What follows belongs to an exercise in optimizing a design on an open flow for small area; a production flow would make more cautious choices. The RTL was checked by simulation tests, not by an equivalence proof against the original design. Power is estimated from default activity; no workload was simulated.

// rfu
module rfu #(
    parameter int NR_GPR = 32
) (
    input  logic         clock,
    input  logic         reset,
    input  logic         ifu_valid_i,
    input  logic [31:0]  ifu_pc_i,
    input  logic [31:0]  ifu_inst_i,
    input  logic         wb_valid_i,
    input  logic         wb_gr_we_i,
    input  logic [4:0]   wb_rd_i,
    input  logic [31:0]  wb_wdata_i,
    input  logic         wb_csr_we_i,
    input  logic [11:0]  wb_csr_addr_i,
    input  logic [31:0]  wb_csr_wdata_i,
    input  logic         wb_excp_i,
    input  logic         wb_xret_i,
    input  logic [31:0]  wb_pc_i,
    output logic [191:0] rfu_deu_bus_o,
    output logic         valid_o,
    output logic [31:0]  csr_mtvec_o,
    output logic [31:0]  csr_mepc_o
);
    logic gr_we, csr_we, excp, xret;
    assign gr_we  = wb_valid_i && wb_gr_we_i;
    assign csr_we = wb_valid_i && wb_csr_we_i;
    assign excp   = wb_valid_i && wb_excp_i;
    assign xret   = wb_valid_i && wb_xret_i && !wb_excp_i;
    logic [31:0] gpr [1:NR_GPR-1];
    logic [NR_GPR-1:0] wsel;           
    logic [31:0] wd;                   
    assign wd = wb_wdata_i & {32{~reset}};
    always_comb begin
        wsel = '0;
        for (int j = 1; j < NR_GPR; j++)
            wsel[j] = gr_we && wb_rd_i == 5'(j);
    end
    for (genvar j = 1; j < NR_GPR; j++) begin : g_gpr
        always_ff @(posedge clock)
            if (reset || wsel[j]) gpr[j] <= wd;
    end
    logic [NR_GPR-1:0] sel1, sel2;     
    logic [31:0] rs1_value, rs2_value;
    always_comb begin
        sel1 = '0;
        sel2 = '0;
        for (int j = 1; j < NR_GPR; j++) begin
            sel1[j] = ifu_inst_i[19:15] == 5'(j) && !wsel[j] && !reset;
            sel2[j] = ifu_inst_i[24:20] == 5'(j) && !wsel[j] && !reset;
            sel1[0] = sel1[0] || (ifu_inst_i[19:15] == 5'(j) && wsel[j] && !reset);
            sel2[0] = sel2[0] || (ifu_inst_i[24:20] == 5'(j) && wsel[j] && !reset);
        end
    end
    for (genvar b = 0; b < 32; b++) begin : g_rd
        logic [NR_GPR-1:0] col;        
        always_comb begin
            col[0] = wb_wdata_i[b];
            for (int j = 1; j < NR_GPR; j++) col[j] = gpr[j][b];
        end
  ...
Size: roughly 440 I/O pins.
Settings: LEC_CHECK=0, CAP_MARGIN=10, CORE_MARGIN=2, CORE_UTILIZATION=40, CTS_BUF_LIST=sky130_fd_sc_hd__clkbuf_4, CTS_CLUSTER_DIAMETER=40, CTS_CLUSTER_SIZE=8, SLEW_MARGIN=10, SYNTH_HIERARCHICAL=1, SYNTH_MINIMUM_KEEP_SIZE=0; clock period 5.0 ns.
run.sh (not shown) runs the stock make flow with config.mk's settings and CLKGATE_MAP_FILE= SYNTH_SCRIPT=/design/flow/synth_recipe.tcl, a recipe that flattens the netlist after the stock synthesis.
The starting point completed without violations.
Then changed:
==> flow/flow/run.sh (new file) <==
#!/bin/bash
set -euo pipefail
export BUFFER_PORTS_ARGS="-buffer_cell sky130_fd_sc_hd__buf_1"
export CTS_ARGS="-sink_clustering_enable -repair_clock_nets -dont_use_dummy_load -buf_list sky130_fd_sc_hd__clkbuf_4 -sink_clustering_size 8 -sink_clustering_max_diameter 40"
bash standard.sh finish > make_finish.log 2>&1
==> flow/standard.sh (new file) <==
#!/bin/bash
# synth_recipe.tcl (not shown) runs the flow's synth.tcl, then flattens the netlist and writes it again
# the make line also repeats each setting of config.mk as NAME=value (left out here)
make -C /OpenROAD-flow-scripts/flow DESIGN_CONFIG=/design/flow/config.mk WORK_HOME=/design/flow/orfs CLKGATE_MAP_FILE= SYNTH_SCRIPT=/design/flow/synth_recipe.tcl "${@:-finish}"
CORE_UTILIZATION = 50   (was 40)
CTS_BUF_LIST = default   (was sky130_fd_sc_hd__clkbuf_4)
CTS_CLUSTER_DIAMETER = default   (was 40)
CTS_CLUSTER_SIZE = default   (was 8)
removed: flow/run.sh
Sequential cell count does not change.
Power decreases by 8.2%.
Wire length is lower by 1.7%.
Worst hold slack degrades by 200 ps.
Clock skew went down by 3.2 ps.
Worst setup slack gains 580 ps.
Via count increases by 0.53%.
Count of clock-buffer cells in the layout goes down by 42.
Cell area is lower by 7.0%.
Fmax grows by 14%.
Sequential power hardly moves.
Then changed:
CORE_UTILIZATION = 60   (was 50)
Wire length fell by a few percent.
Sequential share of layout area rose by 0.48 points.
Worst setup slack improved by 120 ps.
Cell area fell slightly.
Combinational power hardly moves.
Count of clock-buffer cells in the layout rose by 1.

==> afterwards: timing with drivers on the ports <==
How much do the figures lean on ideal ports? The routed layouts below were timed once more, with nothing changed but the port constraints. Step 1: set_driving_cell puts a clkbuf_16 on clock and a buf_2 on each other input, an assumption about the parent block. Step 2 times the ports against the registers' clock, not the clock port: input delays grow and output delays shrink by t, the midpoint of the rising clock arrivals with the driver on. Three values: ideal, step 1, step 2; two values: the first two.
| run | t (ns) | slack for setup (ns) | hold WS [ns] | clock arrival spread, ns | worst data-port slew with drivers (ns) |
|---|---|---|---|---|---|
| the first run | 1.240 | 0.294 / 0.227 / -0.405 | 0.329 / 0.299 / 0.485 | 0.139 / 0.139 | 0.20 |
| the second run | 1.188 | 0.874 / 0.803 / 0.013 | 0.132 / 0.100 / 0.487 | 0.129 / 0.130 | 0.19 |
| the third run | 1.168 | 0.992 / 0.922 / 0.094 | 0.179 / 0.135 / 0.497 | 0.175 / 0.174 | 0.18 |
With both steps, setup timing fails in the first run, where it was met with ideal ports. The setup slack of the third run, which loses most, moves by -0.070 ns with the drivers and by -0.898 ns with both steps.
